Context: an optimization exercise on an open-source flow, tuned for small area, a short achievable clock period and few clock cycles per item. The choices shown serve that exercise and are no tape-out recipe.
The RTL was checked by simulation tests, not by an equivalence proof against the original design.

`design/flow/design.v`:
```
`timescale 1ns/100ps
module align_fsm (
    input  wire clk,
    input  wire rst,
    input  wire start,
    input  wire done,
    output wire go,
    output reg  busy
);
    assign go = start & ~busy;
    always @(posedge clk) begin
        if (rst) begin
            busy <= 1'b0;
        end else if (go) begin
            busy <= 1'b1;
        end else if (done) begin
            busy <= 1'b0;
        end
    end
endmodule
`timescale 1ns/100ps
module stream_counter (
    input  wire clk,
    input  wire rst,
    input  wire go,
    input  wire run,
    input  wire complement_ref,
    input  wire complement_query,
    input  wire [7:0] ref_len,
    input  wire [4:0] query_len,
    input  wire [7:0] ref_data,
    input  wire [7:0] query_data,
    output reg  [7:0] ref_addr,
    output reg  [4:0] query_addr,
    output reg  [2:0] tok0,
    output wire [2:0] q_code
);
    function [2:0] ascii_to_nt;
        input [7:0] ch;
        input complement;
        begin
            case (ch)
                8'h41, 8'h61: ascii_to_nt = {1'b0, {2{complement}} ^ 2'd0};
                8'h43, 8'h63: ascii_to_nt = {1'b0, {2{complement}} ^ 2'd1};
                8'h47, 8'h67: ascii_to_nt = {1'b0, {2{complement}} ^ 2'd2};
                8'h54, 8'h74: ascii_to_nt = {1'b0, {2{complement}} ^ 2'd3};
                default: ascii_to_nt = 3'd4;
            endcase
        end
    endfunction
    reg r_valid;
    reg q_valid;
    always @(posedge clk) begin
        if (rst) begin
            ref_addr <= 8'd0;
            query_addr <= 5'd0;
            r_valid <= 1'b0;
            q_valid <= 1'b0;
        end else if (go) begin
            ref_addr <= 8'd1;
            query_addr <= 5'd1;
            r_valid <= 1'b1;
            q_valid <= 1'b1;
        end else if (run) begin
            r_valid <= (ref_addr < ref_len);
            if (ref_addr < ref_len) begin
                ref_addr <= ref_addr + 1'b1;
            end
            q_valid <= (query_addr < query_len);
            if (~query_addr[4]) begin
                query_addr <= query_addr + 1'b1;
            end
        end else begin
            ref_addr <= 8'd0;
            query_addr <= 5'd0;
            r_valid <= 1'b0;
            q_valid <= 1'b0;
        end
    end
    always @(posedge clk) begin
        if (go) begin
            tok0 <= 3'd5;
        end else if (r_valid) begin
            tok0 <= ascii_to_nt(ref_data, complement_ref);
        end else begin
            tok0 <= 3'd7;
        end
    end
    assign q_code = q_valid ? ascii_to_nt(query_data, complement_query) : 3'd5;
endmodule
`timescale 1ns/100ps
module pe #(
    parameter integer ROW = 0
) (
    input  wire clk,
    input  wire flush,
    input  wire signed [5:0] p_match,
    input  wire signed [5:0] p_mismatch,
    input  wire signed [5:0] p_n_score,
    input  wire signed [5:0] p_gap_open,
    input  wire signed [5:0] p_gap_extend,
    input  wire [2:0] q_code,
    input  wire [2:0] up_tok,
    input  wire [9:0] up_h,
    input  wire [9:0] up_hg,
    input  wire [9:0] up_d,
    output reg  [2:0] tok,
    output reg  [9:0] h,
    output wire [9:0] hg,
    output reg  [9:0] d,
    output wire cell_valid,
    output wire next_valid
);
    function [9:0] sat_add;
        input [9:0] a;
        input signed [5:0] b;
        reg [10:0] sum;
        begin
            sum = {1'b0, a} + {{5{b[5]}}, b};
            sat_add = sum[10] ? 10'd0 : sum[9:0];
        end
    endfunction
    reg [2:0] q;
    reg [9:0] i_reg;
    reg [9:0] hd;
    wire up_col0 = (up_tok == 3'd5);
    wire up_real = ~up_tok[2] | (up_tok[1:0] == 2'b00);
    wire q_present = ~(q[2] & q[0]);
    wire is_n = q[2] | up_tok[2];
    wire is_eq = (q[1:0] == up_tok[1:0]);
    wire signed [5:0] s = is_n ? p_n_score : (is_eq ? p_match : p_mismatch);
    assign hg = sat_add(h, p_gap_open);
    wire [9:0] i_ext = sat_add(i_reg, p_gap_extend);
    wire [9:0] d_ext = sat_add(up_d, p_gap_extend);
    wire [9:0] diag = sat_add(hd, s);
    wire [9:0] i_new = (hg >= i_ext) ? hg : i_ext;
    wire d_pick_ext;
    generate
        if (ROW == 0) begin : g_top
            assign d_pick_ext = (d_ext >= up_hg);
        end else begin : g_low
            assign d_pick_ext = up_col0 | (d_ext >= up_hg);
        end
    endgenerate
    wire [9:0] d_new = d_pick_ext ? d_ext : up_hg;
    wire [9:0] id_max = (i_new >= d_new) ? i_new : d_new;
    wire [9:0] h_new = (up_col0 || id_max >= diag) ? (up_col0 ? d_new : id_max) : diag;
    always @(posedge clk) begin
        tok <= {up_tok[2] | flush, up_tok[1] | flush, up_tok[0]};
        h <= h_new;
        i_reg <= up_col0 ? 10'd0 : i_new;
        d <= d_new;
        hd <= up_h;
        if (up_col0) begin
            q <= q_code;
        end
    end
    assign cell_valid = (~tok[2] | (tok[1:0] == 2'b00)) & q_present;
    assign next_valid = up_real & q_present;
endmodule
`timescale 1ns/100ps
module pe_array #(
    parameter integer NUM_PE = 16
) (
    input  wire clk,
    input  wire flush,
    input  wire first,
    input  wire signed [5:0] p_match,
    input  wire signed [5:0] p_mismatch,
    input  wire signed [5:0] p_n_score,
    input  wire signed [5:0] p_gap_open,
    input  wire signed [5:0] p_gap_extend,
    input  wire [2:0] q_code,
    input  wire [2:0] tok0,
    input  wire h0_init,
    output wire [NUM_PE*10-1:0] h_col,
    output wire [NUM_PE-1:0] cell_valid,
    output wire [NUM_PE-1:0] next_valid
);
    function [9:0] sat_add;
        input [9:0] a;
        input signed [5:0] b;
        reg [10:0] sum;
        begin
            sum = {1'b0, a} + {{5{b[5]}}, b};
            sat_add = sum[10] ? 10'd0 : sum[9:0];
        end
    endfunction
    reg [9:0] h0;
    always @(posedge clk) begin
        h0 <= h0_init ? 10'd256 : sat_add(h0, first ? p_gap_open : p_gap_extend);
    end
    wire [3*(NUM_PE+1)-1:0] l_tok;
    wire [10*(NUM_PE+1)-1:0] l_h;
    wire [10*(NUM_PE+1)-1:0] l_hg;
    wire [10*(NUM_PE+1)-1:0] l_d;
    assign l_tok[2:0] = tok0;
    assign l_h[9:0] = h0;
    assign l_hg[9:0] = sat_add(h0, p_gap_open);
    assign l_d[9:0] = 10'd0;
    genvar k;
    generate
        for (k = 0; k < NUM_PE; k = k + 1) begin : g_pe
            pe #(.ROW(k)) u_pe (
                .clk(clk), .flush(flush),
                .p_match(p_match), .p_mismatch(p_mismatch), .p_n_score(p_n_score),
                .p_gap_open(p_gap_open), .p_gap_extend(p_gap_extend),
                .q_code(q_code),
                .up_tok(l_tok[3*k +: 3]),
                .up_h(l_h[10*k +: 10]),
                .up_hg(l_hg[10*k +: 10]),
                .up_d(l_d[10*k +: 10]),
                .tok(l_tok[3*(k+1) +: 3]),
                .h(l_h[10*(k+1) +: 10]),
                .hg(l_hg[10*(k+1) +: 10]),
                .d(l_d[10*(k+1) +: 10]),
                .cell_valid(cell_valid[k]),
                .next_valid(next_valid[k])
            );
            assign h_col[10*k +: 10] = l_h[10*(k+1) +: 10];
        end
    endgenerate
endmodule
`timescale 1ns/100ps
module max_tracker #(
    parameter integer NUM_PE = 16,
    parameter integer PIPE = 1
) (
    input  wire clk,
    input  wire rst,
    input  wire init,
    input  wire busy,
    input  wire [8:0] xdrop,
    input  wire [7:0] diag_cnt,
    input  wire [NUM_PE*10-1:0] h_col,
    input  wire [NUM_PE-1:0] cell_valid,
    input  wire [NUM_PE-1:0] next_valid,
    output reg  done,
    output reg  xdrop_hit,
    output reg  [9:0] best,
    output reg  [7:0] best_ref,
    output reg  [4:0] best_query
);
    wire [9:0] key [0:NUM_PE-1];
    genvar g;
    generate
        for (g = 0; g < NUM_PE; g = g + 1) begin : g_key
            assign key[g] = h_col[10*g +: 10] & {10{cell_valid[g]}};
        end
    endgenerate
    reg [9:0] l1_v [0:7];
    reg [0:0] l1_i [0:7];
    reg [9:0] l2_v [0:3];
    reg [1:0] l2_i [0:3];
    integer n;
    always @(*) begin
        for (n = 0; n < 8; n = n + 1) begin
            if (key[2*n+1] > key[2*n]) begin
                l1_v[n] = key[2*n+1];
                l1_i[n] = 1'b1;
            end else begin
                l1_v[n] = key[2*n];
                l1_i[n] = 1'b0;
            end
        end
        for (n = 0; n < 4; n = n + 1) begin
            if (l1_v[2*n+1] > l1_v[2*n]) begin
                l2_v[n] = l1_v[2*n+1];
                l2_i[n] = {1'b1, l1_i[2*n+1]};
            end else begin
                l2_v[n] = l1_v[2*n];
                l2_i[n] = {1'b0, l1_i[2*n]};
            end
        end
    end
    wire any_now = |cell_valid;
    wire last_now = any_now & ~(|next_valid);
    reg [9:0] s_v [0:3];
    reg [1:0] s_i [0:3];
    reg s_any;
    reg s_last;
    generate
        if (PIPE) begin : g_pipe
            always @(posedge clk) begin
                for (n = 0; n < 4; n = n + 1) begin
                    s_v[n] <= l2_v[n];
                    s_i[n] <= l2_i[n];
                end
                s_any <= any_now & busy;
                s_last <= last_now;
            end
        end else begin : g_comb
            always @(*) begin
                for (n = 0; n < 4; n = n + 1) begin
                    s_v[n] = l2_v[n];
                    s_i[n] = l2_i[n];
                end
                s_any = any_now;
                s_last = last_now;
            end
        end
    endgenerate
    reg [9:0] l3_v [0:1];
    reg [2:0] l3_i [0:1];
    reg [9:0] m;
    reg [3:0] mk;
    always @(*) begin
        for (n = 0; n < 2; n = n + 1) begin
            if (s_v[2*n+1] > s_v[2*n]) begin
                l3_v[n] = s_v[2*n+1];
                l3_i[n] = {1'b1, s_i[2*n+1]};
            end else begin
                l3_v[n] = s_v[2*n];
                l3_i[n] = {1'b0, s_i[2*n]};
            end
        end
        if (l3_v[1] > l3_v[0]) begin
            m = l3_v[1];
            mk = {1'b1, l3_i[1]};
        end else begin
            m = l3_v[0];
            mk = {1'b0, l3_i[0]};
        end
    end
    wire [10:0] floor_score = {1'b0, best} - {2'b00, xdrop};
    wire ge_best = (m >= best);
    wire below = ~floor_score[10] & (m < floor_score[9:0]);
    wire active = busy & ~done & s_any;
    always @(posedge clk) begin
        if (rst) begin
            done <= 1'b0;
        end else begin
            done <= active & ((~ge_best & below) | s_last);
        end
    end
    always @(posedge clk) begin
        if (init) begin
            xdrop_hit <= 1'b0;
            best <= 10'd256;
            best_ref <= 8'd0;
            best_query <= 5'd0;
        end else if (active) begin
            if (ge_best) begin
                best <= m;
                best_ref <= diag_cnt + {4'hf, ~mk};
                best_query <= {1'b0, mk} + 5'd1;
            end else if (below) begin
                xdrop_hit <= 1'b1;
            end
        end
    end
endmodule
`timescale 1ns/100ps
module xdrop_aligner (
    input  wire clk,
    input  wire rst,
    input  wire start,
    input  wire complement_ref,
    input  wire complement_query,
    input  wire signed [9:0] match,
    input  wire signed [9:0] mismatch,
    input  wire signed [9:0] n_score,
    input  wire signed [9:0] gap_open,
    input  wire signed [9:0] gap_extend,
    input  wire signed [9:0] xdrop,
    input  wire [7:0] ref_len,
    input  wire [7:0] query_len,
    input  wire [7:0] ref_data,
    input  wire [7:0] query_data,
    output wire [7:0] ref_addr,
    output wire [7:0] query_addr,
    output wire busy,
    output wire done,
    output wire xdropped,
    output wire signed [9:0] max_score,
    output wire [7:0] max_ref_idx,
    output wire [7:0] max_query_idx
);
    localparam integer NUM_PE = 16;
    localparam integer PIPE = 1;
    reg signed [5:0] p_match;
    reg signed [5:0] p_mismatch;
    reg signed [5:0] p_n_score;
    reg signed [5:0] p_gap_open;
    reg signed [5:0] p_gap_extend;
    reg [8:0] p_xdrop;
    reg [7:0] p_ref_len;
    reg [4:0] p_query_len;
    always @(posedge clk) begin
        p_match <= match[5:0];
        p_mismatch <= mismatch[5:0];
        p_n_score <= n_score[5:0];
        p_gap_open <= gap_open[5:0];
        p_gap_extend <= gap_extend[5:0];
        p_xdrop <= xdrop[8:0];
        p_ref_len <= ref_len;
        p_query_len <= query_len[4:0];
    end
    wire go;
    wire run;
    reg first;
    reg [7:0] diag_cnt;
    wire [2:0] tok0;
    wire [2:0] q_code;
    wire [4:0] qa;
    wire [NUM_PE*10-1:0] h_col;
    wire [NUM_PE-1:0] cell_valid;
    wire [NUM_PE-1:0] next_valid;
    wire [9:0] best;
    wire [4:0] best_query;
    assign run = busy & ~done;
    always @(posedge clk) begin
        first <= go;
        diag_cnt <= go ? (PIPE ? 8'hff : 8'h00) : diag_cnt + 1'b1;
    end
    align_fsm u_fsm (
        .clk(clk), .rst(rst), .start(start), .done(done),
        .go(go), .busy(busy)
    );
    stream_counter u_cnt (
        .clk(clk), .rst(rst), .go(go), .run(run),
        .complement_ref(complement_ref), .complement_query(complement_query),
        .ref_len(p_ref_len), .query_len(p_query_len),
        .ref_data(ref_data), .query_data(query_data),
        .ref_addr(ref_addr), .query_addr(qa),
        .tok0(tok0), .q_code(q_code)
    );
    assign query_addr = {3'b000, qa};
    pe_array #(.NUM_PE(NUM_PE)) u_array (
        .clk(clk), .flush(~busy), .first(first),
        .p_match(p_match), .p_mismatch(p_mismatch), .p_n_score(p_n_score),
        .p_gap_open(p_gap_open), .p_gap_extend(p_gap_extend),
        .q_code(q_code), .tok0(tok0), .h0_init(go),
        .h_col(h_col), .cell_valid(cell_valid), .next_valid(next_valid)
    );
    max_tracker #(.NUM_PE(NUM_PE), .PIPE(PIPE)) u_max (
        .clk(clk), .rst(rst), .init(go), .busy(busy),
        .xdrop(p_xdrop), .diag_cnt(diag_cnt),
        .h_col(h_col), .cell_valid(cell_valid), .next_valid(next_valid),
        .done(done), .xdrop_hit(xdropped),
        .best(best), .best_ref(max_ref_idx), .best_query(best_query)
    );
    assign max_score = {best[9:8] - 2'd1, best[7:0]};
    assign max_query_idx = {3'b000, best_query};
endmodule
```
`design/flow/run.sh`:
```
#!/bin/bash
# synth_recipe.tcl (not shown) runs the flow's synth.tcl, then flattens the netlist and writes it again
# the make line also repeats each setting of config.mk as NAME=value (left out here)
make -C /OpenROAD-flow-scripts/flow DESIGN_CONFIG=/design/flow/config.mk WORK_HOME=/design/flow/orfs CLKGATE_MAP_FILE= SYNTH_SCRIPT=/design/flow/synth_recipe.tcl finish
```
`design/flow/config.mk`:
```
export PLATFORM = sky130hd
export DESIGN_NAME = xdrop_aligner
export DESIGN_NICKNAME = xdrop_aligner
export VERILOG_FILES = /design/flow/design.v
export SDC_FILE = /design/flow/constraint.sdc
export NUM_CORES = 4
export LEC_CHECK = 0
export CAP_MARGIN = 20
export CORE_MARGIN = 2
export CORE_UTILIZATION = 40
export SLEW_MARGIN = 20
```
`design/flow/constraint.sdc`:
```
create_clock -name core_clock -period 11.5 [get_ports {clk}]
set_input_delay 2.3000 -clock core_clock [delete_from_list [all_inputs] [get_ports {clk}]]
set_output_delay 2.3000 -clock core_clock [all_outputs]
set_load 0.01 [all_outputs]
```
==> notes.md, run 1 <==
max-cap viol count: 0
area of the mapped netlist: 0.0843 mm2
measured slew at the worst slew-check pin: 1.12 ns
TritonCTS clock tree: done
share of the clock period used by the worst path after layout: 87.7%
initial antenna violation count: 5
Synth top area share: 22.0%
PortBufs: 109
number of global-route vias before repair: 73100
Data required, critical path: 12.15 ns
number of clock sinks: 891
htree depth: 3
total wire length after detailed routing: 274000 um
Tightest Hold Check Type: register to register
root buffer cell: sky130_fd_sc_hd__clkbuf_16
met2 usage in global routing: 41.2%
clock buffer depth: 3
area of the core: 0.210 mm2
share of flip-flops with an asynchronous set or reset after synthesis: 0%
Max Freq: 99.1 MHz
clock latency reported for the late side of the worst-skew pair: 0.81 ns
Post-DP Area: 0.0889 mm2
headroom to the max-slew limit: 25.3%
total of flip-flops plus latches after synthesis: 891
Crit Path Category: register to register
number of hold-repair buffers added at the cts stage: 0
Post-layout nets: 12100
wire length of the first global-routing pass: 417000 um
setup repair after global routing missed its margin: false
leading area contributor after synthesis: sky130_fd_sc_hd__ha_1
biggest cell delay along the critical path: 0.67 ns
sequential cell area: 0.0183 mm2
Crit Path Max Fanout: 14
post-synthesis cell count: 10300
final-layout setup total negative slack: 0 ns
post-route design area: 0.0929 mm2
Clock Pin Slew Worst Setup and Hold Paths: 0.06 ns
largest net degree at the start of global routing: 49
global route overflow: 0
Total Routing Usage GR: 24.6%
die height: 463 um
most common flop cell mapped by yosys: sky130_fd_sc_hd__dfxtp_1
DP Wirelength: 212000 um
Post-synth EDFFs: 48
proportion of layout cells with a drive suffix above 1: 6.12%
max-slew violation count: 0
highest-delay cell along the critical path: sky130_fd_sc_hd__dfxtp_4
Row Count: 168
final hold vios: 0
Vias/cell: 5.62
number of fill cells: 20600
Final Skew: 0.0575 ns
clock buffer count from CTS: 113
floorplan die area: 0.214 mm2
kind of capture point of the worst setup path: register
1st-iter DRT viols: 5413
total setup buffers inserted after CTS: 0
x dimension of the die: 463 um
routing usage on met1: 32.1%
minimum setup slack in the final design: 1.41 ns
antenna-violating nets left: 0
run status: finished clean
final number of setup-violating endpoints: 0
routability congestion estimate: 0.939
number of different library cells in the post-synthesis netlist: 113
post-synthesis average cell area: 8.14 um2
layer with the highest usage: met2
pre-CTS setup slack: 1.50 ns
initial core utilization: 40.2%
min cycle time layout: 10.09 ns
final core occ: 44.3%
launching element type of the critical path: register
number of detailed-route iterations in the first pass: 6
met3 track demand over resource in global routing: 2.89%
Top Ports: 142
routed length per placed instance: 20.5 um
proportion of synthesized chip area in sequential cells: 21.7%
total via count after detailed routing: 74900
area occupied by multi-input gates: 0.0615 mm2
Data arrival, critical path: 10.74 ns
total DRC errors in the routed layout: 0
Gates resized, CTS repair: 0
Yosys warning total: 29
Area growth, synth to finish: 10.3%
top cells by area in the synthesized netlist: sky130_fd_sc_hd__ha_1 22%, sky130_fd_sc_hd__dfxtp_1 20%, sky130_fd_sc_hd__mux2i_1 4.8%, sky130_fd_sc_hd__nand2_1 4.6%, sky130_fd_sc_hd__xnor2_1 4.3%
## critical path: cells and delay by family (launching register included)
family / cells / cell delay, ns
buffers and inverters: 2 / 0.82
adders and majority gates: 4 / 1.45
muxes: 2 / 0.99
DFF: 1 / 0.67
and+or+nand+nor: 7 / 1.67
AOI/OAI and AO/OA: 18 / 3.63
xor gates and xnor gates: 1 / 0.61
## cell usage after synthesis, drive strengths merged (126+ instances only)
library cell     n
xnor2          415
xor2           137
o21a           156
inv            901
and2           126
nor2           739
o21ai          538
dfxtp          843
nand2b         215
a21o           221
nor3           242
mux2i          400
nand2         1037
nor2b          186
nand3          291
a21oi          696
clkbuf         202
ha            1480
## per-stage QoR
| step | hold slack, ns | instances |
|---|---|---|
| finish | 0.382 | 13300 |
| global route | 0.390 | 13300 |
| CTS | 0.382 | 13300 |
| detailed placement | 0.374 | 13100 |
| global placement | 0.380 | 13100 |
| floorplan | 0.347 | 10400 |
## per-layer routing
metal | vias to the layer above | routed length [um]
met3 | 494 | 13800
li1 | 37100 | -
met4 | 0 | 11000
met1 | 35500 | 123000
met2 | 1871 | 125000
met5 | - | 0
## area by class of cell
class	instances	area share (%)
Sequential cell	891	19.7
Clock buffer	146	3.34
Multi-Input combinational cell	8289	66.2
Inverter	904	3.66
Clock inverter	68	0.985
Timing Repair Buffer	240	2.29
Tap cell	2805	3.78
Antenna cell	3	0.00808
## cell families (layout without fill, tap and decap cells)
| logic type | after synthesis | count (layout) | synth area share (%) |
|---|---|---|---|
| AND/OR/NAND/NOR | 3223 | 3223 | 18.2 |
| AO/OA/AOI/OAI | 2436 | 2436 | 18.9 |
| buffers and inverters | 1174 | 1358 | 5.39 |
| multiplexers | 524 | 524 | 6.41 |
| other | 1 | 9 | 0.00445 |
| flip-flops | 891 | 891 | 21.7 |
| adder cells (fa/ha/maj) | 1548 | 1548 | 23.6 |
| XOR/XNOR | 552 | 552 | 5.74 |
## cell usage in the layout (no fill, tap or decap), types with 43 or more instances in the layout
cell,n
sky130_fd_sc_hd__buf_4,127
sky130_fd_sc_hd__a31oi_1,57
sky130_fd_sc_hd__o21ai_1,43
sky130_fd_sc_hd__o211ai_1,97
sky130_fd_sc_hd__nor3_1,232
sky130_fd_sc_hd__ha_1,1480
sky130_fd_sc_hd__nand2_1,1036
sky130_fd_sc_hd__nor2_1,739
sky130_fd_sc_hd__nand2b_1,215
sky130_fd_sc_hd__a21oi_1,688
sky130_fd_sc_hd__xor2_1,137
sky130_fd_sc_hd__edfxtp_1,48
sky130_fd_sc_hd__or3_1,63
sky130_fd_sc_hd__mux2_2,122
sky130_fd_sc_hd__and2_1,125
sky130_fd_sc_hd__a21o_1,221
sky130_fd_sc_hd__o21a_1,156
sky130_fd_sc_hd__inv_1,888
sky130_fd_sc_hd__nand3_1,289
sky130_fd_sc_hd__clkdlybuf4s50_1,109
sky130_fd_sc_hd__mux2i_1,400
sky130_fd_sc_hd__and3_1,64
sky130_fd_sc_hd__dfxtp_1,830
sky130_fd_sc_hd__fa_1,67
sky130_fd_sc_hd__nand4_1,53
sky130_fd_sc_hd__o2111ai_1,61
sky130_fd_sc_hd__a211oi_1,83
sky130_fd_sc_hd__xnor2_1,413
sky130_fd_sc_hd__o21ai_0,494
sky130_fd_sc_hd__or2_2,65
sky130_fd_sc_hd__nor2b_1,185
sky130_fd_sc_hd__clkbuf_16,115
sky130_fd_sc_hd__a2111oi_0,52
## path summary, 6_finish.rpt
check                                  start                     endpoint  slack [ns]  cells after the start
hold / removal    u_array.g_pe[11].u_pe.h[4]  u_array.g_pe[12].u_pe.hd[4]        0.38                      0
setup / recovery             p_gap_extend[1]    u_array.g_pe[7].u_pe.h[5]        1.41                     34
setup reg to reg             p_gap_extend[1]    u_array.g_pe[7].u_pe.h[5]        1.41                     34
hold reg to reg   u_array.g_pe[11].u_pe.h[4]  u_array.g_pe[12].u_pe.hd[4]        0.38                      0
Testbench counts, summed over its fixed seeds: cycles 11,306, alignments 320.
==> run 2: changes to the inputs <==
--- a/design/flow/design.v
+++ b/design/flow/design.v
@@ -378,5 +378,5 @@
 );
     localparam integer NUM_PE = 16;
-    localparam integer PIPE = 1;
+    localparam integer PIPE = 0;
     reg signed [5:0] p_match;
     reg signed [5:0] p_mismatch;
==> notes.md, run 2 <==
most frequently used cell type in the post-synthesis netlist: sky130_fd_sc_hd__ha_1
DP Wirelength: 217000 um
Row Count: 167
Vias/cell: 5.70
routed length per placed instance: 21.4 um
Max Freq: 92.9 MHz
most common cell after layout, fill and taps aside: sky130_fd_sc_hd__ha_1
kind of cell adding the most delay to the critical path: compound AO/OA/AOI/OAI gates
Data arrival, critical path: 11.41 ns
final-layout setup total negative slack: 0 ns
Synth top area share: 22.3%
beginning of the critical path: u_array.g_pe[9].u_pe.tok[0]
clock latency reported for the late side of the worst-skew pair: 0.79 ns
Data required, critical path: 12.15 ns
number of hold-repair buffers added at the cts stage: 0
antenna-violating nets left: 0
share of flip-flops with an asynchronous set or reset after synthesis: 0%
total DRC errors in the routed layout: 0
post-route design area: 0.0916 mm2
launch point of the worst hold path: u_array.h0[6]
total setup buffers inserted after CTS: 0
final hold vios: 0
Top Ports: 142
kind of capture point of the worst setup path: register
global route overflow: 0
proportion of layout cells with a drive suffix above 1: 6.28%
wire length of the first global-routing pass: 423000 um
Yosys warning total: 29
measured slew at the worst slew-check pin: 1.11 ns
max-slew violation count: 0
number of detailed-route iterations in the first pass: 6
max-cap viol count: 0
Post-layout nets: 12000
die height: 460 um
routability congestion estimate: 0.946
root buffer cell: sky130_fd_sc_hd__clkbuf_16
number of global-route vias before repair: 72700
post-synthesis average cell area: 8.14 um2
buffers plus inverters on the worst setup path: 8
total of flip-flops plus latches after synthesis: 841
x dimension of the die: 460 um
clock buffer count from CTS: 106
total via count after detailed routing: 74900
Area growth, synth to finish: 10.2%
clock buffer depth: 3
run status: finished clean
TritonCTS clock tree: done
share of the clock period used by the worst path after layout: 93.6%
launching element type of the critical path: register
htree depth: 3
Total Routing Usage GR: 25.8%
leading area contributor after synthesis: sky130_fd_sc_hd__ha_1
PortBufs: 109
worst reg2reg path startpoint: u_array.g_pe[9].u_pe.tok[0]
Crit Path Max Fanout: 24
setup repair after global routing missed its margin: false
total wire length after detailed routing: 281000 um
highest-delay cell along the critical path: sky130_fd_sc_hd__o21ai_1
final number of setup-violating endpoints: 0
area of the core: 0.207 mm2
proportion of synthesized chip area in sequential cells: 20.8%
biggest cell delay along the critical path: 0.59 ns
top cells by area in the synthesized netlist: sky130_fd_sc_hd__ha_1 22%, sky130_fd_sc_hd__dfxtp_1 19%, sky130_fd_sc_hd__xnor2_1 4.9%, sky130_fd_sc_hd__nand2_1 4.9%, sky130_fd_sc_hd__mux2i_1 4.5%
min cycle time layout: 10.76 ns
Post-DP Area: 0.0878 mm2
largest net degree at the start of global routing: 68
post-synthesis cell count: 10200
most common flop cell mapped by yosys: sky130_fd_sc_hd__dfxtp_1
Clock Pin Slew Worst Setup and Hold Paths: 0.06 ns
initial core utilization: 40.2%
Tightest Hold Check Type: register to register
area of the mapped netlist: 0.0831 mm2
most frequent cells in the layout: 1482 x sky130_fd_sc_hd__ha_1, 1082 x sky130_fd_sc_hd__nand2_1, 826 x sky130_fd_sc_hd__inv_1
Post-synth EDFFs: 48
headroom to the max-slew limit: 25.5%
1st-iter DRT viols: 5754
Final Skew: 0.0514 ns
number of clock sinks: 841
Crit Path Category: register to register
number of different library cells in the post-synthesis netlist: 108
floorplan die area: 0.211 mm2
initial antenna violation count: 12
ranking of synthesized cells by instance count: 1482 x sky130_fd_sc_hd__ha_1, 1082 x sky130_fd_sc_hd__nand2_1, 828 x sky130_fd_sc_hd__inv_1, 793 x sky130_fd_sc_hd__dfxtp_1, 738 x sky130_fd_sc_hd__nor2_1
[run 2: kinds of logic after synthesis]
group                      share of synthesized area, %
AOI/OAI and AO/OA                                  18.9
buffers and inverters                              5.06
and+or+nand+nor                                    18.5
muxes                                              6.66
other                                           0.00451
adders and majority gates                          23.9
DFF                                                20.8
xor gates and xnor gates                           6.16
[run 2: layout make-up]
| class | instances | area (um2) |
|---|---|---|
| sequential | 841 | 17400 |
| clock buffer | 138 | 2990 |
| timing repair buffer | 261 | 2320 |
| multi-input combinational | 8283 | 61700 |
| inverter | 838 | 3150 |
| antenna | 2 | 5.00 |
| clock inverter | 61 | 704 |
| tap | 2704 | 3380 |
| fill | 20500 | 115000 |
[run 2: timing repair]
item,CTS,global route
endpoints found under the setup margin,0,25
resized for setup,0,25
endpoints found under the hold margin,0,0
[run 2: worst paths after layout]
| kind | to | slack (ns) | depth (start not counted) |
|---|---|---|---|
| hold reg to reg | u_array.g_pe[0].u_pe.hd[6] | 0.39 | 0 |
| setup reg to reg | u_max.best_query[1] | 0.74 | 46 |
| setup / recovery | u_max.best_query[1] | 0.74 | 46 |
| hold / removal | u_array.g_pe[0].u_pe.hd[6] | 0.39 | 0 |
[run 2: stage by stage]
stage                     util [%]  cells  hold WS, ns  setup WS, ns
after global placement        42.4  12900        0.379        0.0542
after detailed placement      42.4  12900        0.377         0.106
after floorplan                  -  10200        0.347         0.312
after CTS                     44.2  13100        0.386        0.0155
final                         44.3  13100        0.388         0.741
after global routing          44.3  13100        0.397        0.0174
[run 2: routing by layer]
metal	track usage [%]	part of all wire [%]
met4	11.9	5.0
met5	0	0.0093
met3	3.52	5.3
met1	32.7	44
met2	43.1	46
Testbench counts of run 2, summed over its fixed seeds: cycles 10,986, alignments 320.

[port drivers added, routing unchanged]
No port has a modelled driver above. Below, the same layouts with a new extraction and two added sets of constraints. Step 1 sets driving cells, clkbuf_16 on the clock port and buf_2 on the other inputs (assumed; they add their load-dependent delay and slew). Step 2 also shifts input and output timing later by t, the mid clock arrival at the registers, as if the neighbouring blocks saw the same clock. Three values: ideal ports, drivers, drivers and shift; two values: the first two.
run | t (ns) | setup WS [ns] | worst setup path at the end | worst register clock-pin slew, ns
run 1 | 0.871 | 1.411 / 1.411 / 1.411 | register to register | 0.07 / 0.07
run 2 | 0.855 | 0.741 / 0.741 / 0.741 | register to register | 0.07 / 0.07
After both steps every run listed still meets setup and hold.
